From an optimization exercise on the open Yosys and OpenROAD flow, aimed at small area; shortcuts taken in it are not production practice. The RTL was checked by simulation tests, not by an equivalence proof against the original design. Power is estimated from default activity; no workload was simulated.

<file path="design/flow/design.v">
`timescale 1ns/100ps
package game_pkg;
    typedef enum logic [2:0] {
        PH_REST,
        PH_INIT,
        PH_DEPLOY,
        PH_PLACE,
        PH_HURT,
        PH_PURSE,
        PH_INCOME,
        PH_FINISH
    } phase_t;
    typedef logic [14:0] money_t;
    typedef logic [2:0]  level_t;
    localparam int     NUM_LEVELS = 8;
    localparam level_t MAX_LEVEL  = level_t'(NUM_LEVELS - 1);
    localparam int     CD_W       = 5;   
    function automatic money_t UPGRADE_PRICE(input level_t lv);
        case (lv)
            3'd0:    UPGRADE_PRICE = 15'd50;
            3'd1:    UPGRADE_PRICE = 15'd100;
            3'd2:    UPGRADE_PRICE = 15'd150;
            3'd3:    UPGRADE_PRICE = 15'd200;
            3'd4:    UPGRADE_PRICE = 15'd300;
            3'd5:    UPGRADE_PRICE = 15'd400;
            3'd6:    UPGRADE_PRICE = 15'd500;
            default: UPGRADE_PRICE = 15'd0;
        endcase
    endfunction
    function automatic money_t MONEY_CAP(input level_t lv);
        case (lv)
            3'd0:    MONEY_CAP = 15'd200;
            3'd1:    MONEY_CAP = 15'd400;
            3'd2:    MONEY_CAP = 15'd600;
            3'd3:    MONEY_CAP = 15'd800;
            3'd4:    MONEY_CAP = 15'd1200;
            3'd5:    MONEY_CAP = 15'd1600;
            3'd6:    MONEY_CAP = 15'd2000;
            default: MONEY_CAP = 15'd2500;
        endcase
    endfunction
    function automatic logic [2:0] INCOME(input level_t lv);
        case (lv)
            3'd0:    INCOME = 3'd1;
            3'd1:    INCOME = 3'd2;
            3'd2:    INCOME = 3'd2;
            3'd3:    INCOME = 3'd3;
            3'd4:    INCOME = 3'd4;
            default: INCOME = 3'd5;
        endcase
    endfunction
endpackage
`timescale 1ns/100ps
package unit_pkg;
    typedef enum logic [1:0] {
        KILLER_BIRD,
        WHITE_BEAR,
        METAL_DUCK,
        BLACK_BEAR
    } unit_type_t;
    typedef logic [11:0] hp_t;
    function automatic game_pkg::money_t UNIT_COST(input logic [1:0] t);
        case (t)
            2'd0:    UNIT_COST = 15'd10;
            2'd1:    UNIT_COST = 15'd25;
            2'd2:    UNIT_COST = 15'd40;
            default: UNIT_COST = 15'd60;
        endcase
    endfunction
    function automatic hp_t UNIT_HP(input logic [1:0] t);
        case (t)
            2'd0:    UNIT_HP = 12'd100;
            2'd1:    UNIT_HP = 12'd300;
            2'd2:    UNIT_HP = 12'd200;
            default: UNIT_HP = 12'd500;
        endcase
    endfunction
endpackage
`timescale 1ns/100ps
module tick_sequencer (
    input  logic             clk_25MHz,
    input  logic             rst,
    input  logic             playing,
    input  logic             game_init,
    input  logic             frame_tick,
    output game_pkg::phase_t phase
);
    game_pkg::phase_t phase_nxt;
    always_comb begin
        if (!playing) begin
            if (phase == game_pkg::PH_REST && game_init) begin
                phase_nxt = game_pkg::PH_INIT;
            end else begin
                phase_nxt = game_pkg::PH_REST;
            end
        end else begin
            case (phase)
                game_pkg::PH_REST:   phase_nxt = frame_tick ? game_pkg::PH_DEPLOY
                                                            : game_pkg::PH_REST;
                game_pkg::PH_DEPLOY: phase_nxt = game_pkg::PH_PLACE;
                game_pkg::PH_PLACE:  phase_nxt = game_pkg::PH_HURT;
                game_pkg::PH_HURT:   phase_nxt = game_pkg::PH_PURSE;
                game_pkg::PH_PURSE:  phase_nxt = game_pkg::PH_INCOME;
                game_pkg::PH_INCOME: phase_nxt = game_pkg::PH_FINISH;
                default:             phase_nxt = game_pkg::PH_REST;    
            endcase
        end
    end
    always_ff @(posedge clk_25MHz) begin
        if (rst) begin
            phase <= game_pkg::PH_REST;
        end else begin
            phase <= phase_nxt;
        end
    end
endmodule
`timescale 1ns/100ps
module deploy_buttons #(
    parameter int NUM_SLOTS = 8
) (
    input  logic                 clk_25MHz,
    input  logic                 rst,
    input  game_pkg::phase_t     phase,
    input  logic [3:0]           deploy_press,
    input  game_pkg::money_t     money,
    input  logic                 roster_full,
    output logic                 deploy_go,
    output unit_pkg::unit_type_t deploy_type,
    output game_pkg::money_t     deploy_cost,
    output logic [3:0]           cd_busy
);
    localparam int NUM_BTN = (NUM_SLOTS < 4) ? NUM_SLOTS : 4;
    logic [3:0]                req;
    logic [game_pkg::CD_W-1:0] cd [4];
    logic                      any_req;
    unit_pkg::unit_type_t      pick;
    unit_pkg::unit_type_t      type_q;
    always_comb begin
        any_req = 1'b0;
        pick    = unit_pkg::KILLER_BIRD;
        for (int b = NUM_BTN - 1; b >= 0; b--) begin
            if (req[b]) begin
                any_req = 1'b1;
                pick    = unit_pkg::unit_type_t'(2'(b));
            end
        end
    end
    assign deploy_cost = unit_pkg::UNIT_COST(pick);
    assign deploy_go   = (phase == game_pkg::PH_DEPLOY) && any_req && !roster_full
                         && (money >= deploy_cost);
    assign deploy_type = type_q;
    always_ff @(posedge clk_25MHz) begin
        if (phase == game_pkg::PH_DEPLOY) begin
            type_q <= pick;      
        end
    end
    always_ff @(posedge clk_25MHz) begin
        if (rst || phase == game_pkg::PH_INIT) begin
            req <= '0;
            for (int b = 0; b < 4; b++) begin
                cd[b] <= '0;
            end
        end else begin
            for (int b = 0; b < 4; b++) begin
                if (phase == game_pkg::PH_DEPLOY) begin
                    req[b] <= 1'b0;
                end else if (b < NUM_BTN && deploy_press[b] && cd[b] == '0) begin
                    req[b] <= 1'b1;
                end
                if (deploy_go && pick == 2'(b)) begin
                    cd[b] <= 1;
                end else if (phase == game_pkg::PH_FINISH && cd[b] != '0) begin
                    cd[b] <= cd[b] + 1'b1;   
                end
            end
        end
    end
    always_comb begin
        for (int b = 0; b < 4; b++) begin
            cd_busy[b] = (cd[b] != '0);
        end
    end
endmodule
`timescale 1ns/100ps
module army_roster #(
    parameter int NUM_SLOTS = 8
) (
    input  logic                                clk_25MHz,
    input  logic                                rst,
    input  game_pkg::phase_t                    phase,
    input  unit_pkg::unit_type_t                deploy_type,
    input  logic                                spawn,
    input  logic                                hit_valid,
    input  logic [2:0]                          hit_slot,
    input  unit_pkg::hp_t                       hit_amount,
    output logic [NUM_SLOTS-1:0]                slot_alive,
    output logic [NUM_SLOTS-1:0][1:0]           slot_type,
    output logic [NUM_SLOTS-1:0][11:0]          slot_hp,
    output logic                                roster_full
);
    logic [NUM_SLOTS-1:0][11:0] slot_dmg;
    logic [NUM_SLOTS-1:0]       free_sel;      
    logic [NUM_SLOTS-1:0][11:0] dmg_nxt;
    assign free_sel    = ~slot_alive & (slot_alive + 1'b1);
    assign roster_full = &slot_alive;
    always_comb begin
        unit_pkg::hp_t base;
        unit_pkg::hp_t add;
        logic [12:0]   sum;
        for (int i = 0; i < NUM_SLOTS; i++) begin
            base = (phase == game_pkg::PH_HURT) ? '0 : slot_dmg[i];
            add  = (hit_valid && hit_slot == 3'(i)) ? hit_amount : '0;
            sum  = {1'b0, base} + {1'b0, add};
            dmg_nxt[i] = sum[12] ? '1 : sum[11:0];   
        end
    end
    always_ff @(posedge clk_25MHz) begin
        if (rst || phase == game_pkg::PH_INIT) begin
            slot_alive <= '0;
            slot_type  <= '0;
            slot_hp    <= '0;
            slot_dmg   <= '0;
        end else begin
            for (int i = 0; i < NUM_SLOTS; i++) begin
                if (spawn && phase == game_pkg::PH_PLACE && free_sel[i]) begin
                    slot_alive[i] <= 1'b1;
                    slot_type[i]  <= deploy_type;
                    slot_hp[i]    <= unit_pkg::UNIT_HP(deploy_type);
                    slot_dmg[i]   <= '0;
                end else if (slot_alive[i]) begin
                    slot_dmg[i] <= dmg_nxt[i];
                    if (phase == game_pkg::PH_HURT) begin
                        if (slot_dmg[i] >= slot_hp[i]) begin
                            slot_alive[i] <= 1'b0;
                            slot_dmg[i]   <= '0;
                        end else begin
                            slot_hp[i] <= slot_hp[i] - slot_dmg[i];
                        end
                    end
                end
            end
        end
    end
endmodule
`timescale 1ns/100ps
module purse_config (
    input  logic             clk_25MHz,
    input  logic             rst,
    input  game_pkg::phase_t phase,
    input  logic             upgrade_press,
    input  game_pkg::money_t money,
    output game_pkg::level_t level,
    output logic             upgrade_go,        
    output game_pkg::money_t upgrade_price,
    output game_pkg::money_t money_cap
);
    logic req;
    assign upgrade_price = game_pkg::UPGRADE_PRICE(level);
    assign money_cap     = game_pkg::MONEY_CAP(level);
    assign upgrade_go = (phase == game_pkg::PH_PURSE) && req
                        && (level != game_pkg::MAX_LEVEL)
                        && (money >= upgrade_price);
    always_ff @(posedge clk_25MHz) begin
        if (rst || phase == game_pkg::PH_INIT) begin
            req   <= 1'b0;
            level <= '0;
        end else begin
            if (phase == game_pkg::PH_PURSE) begin
                req <= 1'b0;
            end else if (upgrade_press) begin
                req <= 1'b1;
            end
            if (upgrade_go) begin
                level <= level + 1'b1;
            end
        end
    end
endmodule
`timescale 1ns/100ps
module money_ledger (
    input  logic             clk_25MHz,
    input  logic             rst,
    input  game_pkg::phase_t phase,
    input  logic             deploy_go,
    input  game_pkg::money_t deploy_cost,
    input  game_pkg::level_t level,
    input  logic             upgrade_go,
    input  game_pkg::money_t upgrade_price,
    input  game_pkg::money_t money_cap,
    output game_pkg::money_t money,
    output logic             able_to_upgrade
);
    logic [15:0] income_sum;     
    assign income_sum = {1'b0, money} + 16'(game_pkg::INCOME(level));
    assign able_to_upgrade = (money >= upgrade_price)
                             && (level != game_pkg::MAX_LEVEL);
    always_ff @(posedge clk_25MHz) begin
        if (rst || phase == game_pkg::PH_INIT) begin
            money <= '0;
        end else begin
            case (phase)
                game_pkg::PH_DEPLOY: begin
                    if (deploy_go) money <= money - deploy_cost;
                end
                game_pkg::PH_PURSE: begin
                    if (upgrade_go) money <= money - upgrade_price;
                end
                game_pkg::PH_INCOME: begin
                    if (income_sum > {1'b0, money_cap}) begin
                        money <= money_cap;
                    end else begin
                        money <= income_sum[14:0];
                    end
                end
                default: ;
            endcase
        end
    end
endmodule
`timescale 1ns/100ps
module game_engine #(
    parameter int NUM_SLOTS = 8
) (
    input  logic                    clk_25MHz,
    input  logic                    rst,
    input  logic                    playing,
    input  logic                    game_init,
    input  logic                    frame_tick,
    input  logic [3:0]              deploy_press,
    input  logic                    upgrade_press,
    input  logic                    hit_valid,
    input  logic [2:0]              hit_slot,
    input  logic [11:0]             hit_amount,
    output logic [14:0]             money,
    output logic [2:0]              purse_level,
    output logic                    able_to_upgrade,
    output logic [3:0]              cd_busy,
    output logic [NUM_SLOTS-1:0]    army_alive,
    output logic [2*NUM_SLOTS-1:0]  army_type,
    output logic [12*NUM_SLOTS-1:0] army_hp
);
    game_pkg::phase_t     phase;
    logic                 deploy_go;
    unit_pkg::unit_type_t deploy_type;
    game_pkg::money_t     deploy_cost;
    logic                 roster_full;
    logic                 spawn;
    game_pkg::money_t     econ_money;
    game_pkg::level_t     econ_level;
    logic                 econ_upgrade_go;
    game_pkg::money_t     econ_upgrade_price;
    game_pkg::money_t     econ_money_cap;
    tick_sequencer tick_sequencer_i (
        .clk_25MHz  (clk_25MHz),
        .rst        (rst),
        .playing    (playing),
        .game_init  (game_init),
        .frame_tick (frame_tick),
        .phase      (phase)
    );
    deploy_buttons #(.NUM_SLOTS(NUM_SLOTS)) deploy_buttons_i (
        .clk_25MHz    (clk_25MHz),
        .rst          (rst),
        .phase        (phase),
        .deploy_press (deploy_press),
        .money        (econ_money),
        .roster_full  (roster_full),
        .deploy_go    (deploy_go),
        .deploy_type  (deploy_type),
        .deploy_cost  (deploy_cost),
        .cd_busy      (cd_busy)
    );
    always_ff @(posedge clk_25MHz) begin
        if (rst) begin
            spawn <= 1'b0;
        end else begin
            spawn <= deploy_go;
        end
    end
    army_roster #(.NUM_SLOTS(NUM_SLOTS)) army_roster_i (
        .clk_25MHz   (clk_25MHz),
        .rst         (rst),
        .phase       (phase),
        .deploy_type (deploy_type),
        .spawn       (spawn),
        .hit_valid   (hit_valid),
        .hit_slot    (hit_slot),
        .hit_amount  (hit_amount),
        .slot_alive  (army_alive),
        .slot_type   (army_type),
        .slot_hp     (army_hp),
        .roster_full (roster_full)
    );
    purse_config purse_config_i (
        .clk_25MHz     (clk_25MHz),
        .rst           (rst),
        .phase         (phase),
        .upgrade_press (upgrade_press),
        .money         (econ_money),
        .level         (econ_level),
        .upgrade_go    (econ_upgrade_go),
        .upgrade_price (econ_upgrade_price),
        .money_cap     (econ_money_cap)
    );
    money_ledger money_ledger_i (
        .clk_25MHz       (clk_25MHz),
        .rst             (rst),
        .phase           (phase),
        .deploy_go       (deploy_go),
        .deploy_cost     (deploy_cost),
        .level           (econ_level),
        .upgrade_go      (econ_upgrade_go),
        .upgrade_price   (econ_upgrade_price),
        .money_cap       (econ_money_cap),
        .money           (econ_money),
        .able_to_upgrade (able_to_upgrade)
    );
    assign money       = econ_money;
    assign purse_level = econ_level;
endmodule
</file>
<file path="design/flow/run.sh">
#!/bin/bash
# synth_recipe.tcl (not shown) runs the flow's synth.tcl, then flattens the netlist and writes it again
# the make line also repeats each setting of config.mk as NAME=value (left out here)
make -C /OpenROAD-flow-scripts/flow DESIGN_CONFIG=/design/flow/config.mk WORK_HOME=/design/flow/orfs CLKGATE_MAP_FILE= SYNTH_SCRIPT=/design/flow/synth_recipe.tcl finish
</file>
<file path="design/flow/config.mk">
export PLATFORM = sky130hd
export DESIGN_NAME = game_engine
export DESIGN_NICKNAME = game_engine
export VERILOG_FILES = /design/flow/design.v
export SDC_FILE = /design/flow/constraint.sdc
export NUM_CORES = 4
export LEC_CHECK = 0
export CAP_MARGIN = 20
export CORE_MARGIN = 2
export CORE_UTILIZATION = 40
export SLEW_MARGIN = 20
</file>
<file path="design/flow/constraint.sdc">
create_clock -name core_clock -period 10.0 [get_ports {clk_25MHz}]
set_input_delay 2.0000 -clock core_clock [delete_from_list [all_inputs] [get_ports {clk_25MHz}]]
set_output_delay 2.0000 -clock core_clock [all_outputs]
set_load 0.01 [all_outputs]
</file>
==> impl_metrics.env <==
export IMPL_outcome="finished clean"
export IMPL_wl_per_cell_um=19.1
export IMPL_critPathArrivalTime_ns=4.35
export IMPL_die_h_um=241
export IMPL_cts_setup_buffers=0
export IMPL_cts_root_buf="clkbuf_16"
export IMPL_slew_viol_final=0
export IMPL_period_share_pct=63.5
export IMPL_postRouteAntennaNets=0
export IMPL_synthXorXnorAreaFrac_pct=6.41
export IMPL_cts_tree="yes"
export IMPL_tns_ns=0
export IMPL_required_ns=8.00
export IMPL_crit_family="simple AND/OR/NAND/NOR gates"
export IMPL_numPortBuffers=168
export IMPL_dp_cells=3781
export IMPL_cp_depth=11
export IMPL_p_per_area_nw_per_um2=98.6
export IMPL_instances_no_fill=3843
export IMPL_postLayoutCellArea_um2=26000
export IMPL_drv_cap=0
export IMPL_cp_cell_sequence="inv_1, ha_1, or4_1, nand2_1, ha_1, and3_1, a221oi_1, o21ai_0, nor2_1, nor2_1, clkdlybuf4s50_1"
export IMPL_fillers=5576
export IMPL_reg2reg_depth=21
export IMPL_crit_type="register to output port"
export IMPL_gp_congestion=0.914
export IMPL_grt_first_pass_wirelength_mm=115
export IMPL_start_util_pct=40.2
export IMPL_synth_edff_count=2
export IMPL_numCtsBuffers=36
export IMPL_yosysWarningCount=7
export IMPL_htreeDepth=2
export IMPL_dieArea_um2=58300
export IMPL_cpPeakStageDelay_ns=0.61
export IMPL_cts_path_max_buffers=3
export IMPL_synth_seq_cells=265
export IMPL_netlist_area_um2=22500
export IMPL_relSlewSlack_pct=21.8
export IMPL_hold_violations=0
export IMPL_clock_sinks=265
export IMPL_cp_slowest_cell="dfxtp_1"
export IMPL_rsz0062_at_grt="no"
export IMPL_synthMuxAreaShare_pct=1.27
export IMPL_synth_top_family_by_area="compound AO/OA/AOI/OAI gates"
export IMPL_synth_largest_area_cell="dfxtp_1"
export IMPL_cts_resized=0
export IMPL_first_iter_violations=1599
export IMPL_vias=22100
export IMPL_diodes=0
export IMPL_hpwl_mm=54.3
export IMPL_hold_class="register to register"
export IMPL_first_pass_iters=8
export IMPL_synth_compound_area_share_pct=25.9
export IMPL_setup_worst_path_start_class="register"
export IMPL_cellLeakagePower_nw=10.7
export IMPL_ys_seq_area_share_pct=23.6
export IMPL_grt_usage_pct=24.9
export IMPL_worstHoldPathCells=2
export IMPL_core_um2=56100
export IMPL_antenna_found_initial=4
export IMPL_routed_wl_mm=73.5
export IMPL_async_flop_share_pct=0
export IMPL_boundaryPins=169
export IMPL_fin_skew_ns=0.0196
export IMPL_synthCells=2974
export IMPL_setup_viol_count_final=0
export IMPL_fmax_mhz=157
export IMPL_synth_top_area_share_pct=23.4
export IMPL_grt_max_degree=79
export IMPL_avgSynthCellArea_um2=7.58
export IMPL_cts_hold_buf=0
export IMPL_post_dp_cell_area_um2=24800
export IMPL_yosys_most_used_dff="dfxtp_1"
export IMPL_dieWidth_um=241
export IMPL_drc=0
export IMPL_drive_above_1_share_pct=3.69
export IMPL_grt_overflow=0
export IMPL_clk_latency_ns=0.57
export IMPL_syn_to_final_growth_pct=15.5
export IMPL_fin_hold_ws_ns=0.453
export IMPL_setup_worst_path_end_class="output port"
export IMPL_syn_num_nets=3256
export IMPL_grt_pass1_vias=20900
export IMPL_path_buf_inv=2
export IMPL_synthAdderAreaFrac_pct=14.8
export IMPL_ir_worst_vdd_mv=0.121
export IMPL_tightest_slew_ns=1.17
export IMPL_synth_most_common_cell="a21oi_1"
export IMPL_layout_min_cycle_time_ns=6.35
export IMPL_nets=3345
export IMPL_via_per_inst=5.74
export IMPL_row_count=87
export IMPL_synthTopCellsByArea="dfxtp_1, ha_1, a21oi_1, o21ai_0, nor2_1"
export IMPL_critPathMaxFanout=16
export IMPL_clk_pin_slew_ns=0.06
export IMPL_yosys_area_share_simple_pct=22.5
export IMPL_synth_cell_types=80
export IMPL_netlist_top_cells_count="a21oi_1, dfxtp_1, nor2_1, ha_1, o21ai_0"
## worst register-to-register path, cell delays in order, from the launching register on
cell     delay, ns
dfxtp_1       0.46
inv_1         0.10
ha_1          0.30
nor2_1        0.20
nor3_1        0.07
a21oi_1       0.14
or2_2         0.12
ha_1          0.16
inv_1         0.06
fa_1          0.42
nor2b_1       0.25
o21a_1        0.17
nand2_1       0.07
xnor2_1       0.16
ha_1          0.32
nand4_1       0.12
or4b_2        0.62
mux2_2        0.29
o31a_1        0.28
or3_1         0.43
a31oi_1       0.18
a21oi_1       0.08
## flip-flops by register name (all words and copies together) (netlist names), 4 cells and up
name / cells
army_roster_i.slot_dmg: 96
army_roster_i.slot_hp: 96
deploy_buttons_i.cd: 20
army_roster_i.slot_type: 16
money_ledger_i.money: 15
army_roster_i.slot_alive: 8
deploy_buttons_i.req: 4
## placed cells by master, fill, tap and decap left out, types with 12 or more instances in the layout
| master | n |
|---|---|
| o31ai_1 | 31 |
| o2111ai_1 | 12 |
| a21o_1 | 51 |
| xnor2_1 | 98 |
| dfxtp_1 | 263 |
| nand2b_1 | 114 |
| a21oi_1 | 325 |
| o21bai_1 | 17 |
| and2_1 | 109 |
| mux2i_1 | 24 |
| a31oi_1 | 28 |
| nor2b_1 | 44 |
| nand4_1 | 35 |
| o21a_1 | 62 |
| nand3_1 | 108 |
| and3_1 | 23 |
| nand2_1 | 187 |
| o31a_1 | 19 |
| clkdlybuf4s50_1 | 168 |
| a21boi_0 | 12 |
| or3_1 | 22 |
| inv_1 | 189 |
| nor3_1 | 50 |
| o21ai_0 | 206 |
| clkbuf_16 | 38 |
| xor2_1 | 67 |
| buf_4 | 14 |
| nor2_1 | 254 |
| fa_1 | 19 |
| ha_1 | 237 |
| o211ai_1 | 18 |
| a211oi_1 | 28 |
## worst paths after layout
kind	from	end	slack, ns
setup / recovery	purse_config_i.level[2]	able_to_upgrade	3.65
hold / removal	army_roster_i.slot_type[0]	army_roster_i.slot_type[0]	0.45
setup reg to reg	purse_config_i.level[0]	money_ledger_i.money[9]	4.86
hold reg to reg	army_roster_i.slot_type[0]	army_roster_i.slot_type[0]	0.45
## stage by stage
stage / power (mW) / utilization [%] / setup WS, ns
6_report: 2.57 / 46.4 / 3.65
2_1_floorplan: 1.16 / - / 5.15
4_1_cts: 2.59 / 46.4 / 3.61
3_3_place_gp: 1.23 / 44.2 / 3.97
3_5_place_dp: 1.23 / 44.2 / 3.87
5_1_grt: 2.65 / 46.4 / 3.38
## layout make-up
| cell class | instances | area [um^2] | area share (%) |
|---|---|---|---|
| well taps | 756 | 946 | 3.64 |
| flip-flops and latches | 265 | 5330 | 20.5 |
| clock inverters | 9 | 128 | 0.490 |
| inverters | 190 | 713 | 2.74 |
| clock buffers | 53 | 1100 | 4.22 |
| multi-input cells | 2388 | 16000 | 61.6 |
| repair buffers | 182 | 1790 | 6.87 |
## power breakdown
part | total [mW] | internal (mW) | switching, mW
Clock | 1.36 | 0.835 | 0.523
Combinational | 0.144 | 0.0413 | 0.103
Sequential | 1.06 | 1.06 | 0.00405
Total | 2.57 | 1.94 | 0.630
## cell families after synthesis
group / Yosys count
AOI/OAI and AO/OA: 934
buffers and inverters: 321
muxes: 28
DFF: 265
adders and majority gates: 256
and+or+nand+nor: 1005
xor gates and xnor gates: 165
## routing by layer
| metal | up-vias | part of all wire [%] | track usage (%) |
|---|---|---|---|
| met5 | - | 0 | 0 |
| met4 | 0 | 2.7 | 7.48 |
| met3 | 117 | 6.1 | 3.40 |
| met2 | 645 | 46 | 41.9 |
| met1 | 10500 | 45 | 32.9 |
| li1 | 10800 | - | - |

## separate check: timing with driven ports
The flow's constraints put no driver on any port. The routed layout listed below was extracted and timed again, unchanged, in two steps.
Step 1, drivers: a clkbuf_16 drives clk_25MHz and a buf_2 each remaining input, both assumed.
Step 2 moves the port delays by t, midway between the first and last clock arrival at a register: inputs arrive t later, outputs are due t later. That takes back most of the time a late clock gives input paths.
Three values: ideal, step 1, step 2; two values: the first two.
shift t [ns]: 0.612
setup slack, ns: 3.649 / 3.591 / 3.834
slew at the worst register clock pin (ns): 0.06 / 0.06
worst slew at a driven data input, ns: 0.05
cell pins on the clock port's net: 1
After both steps this run still meets setup and hold. The setup slack of this run moves by -0.058 ns with the drivers and by +0.185 ns with both steps.
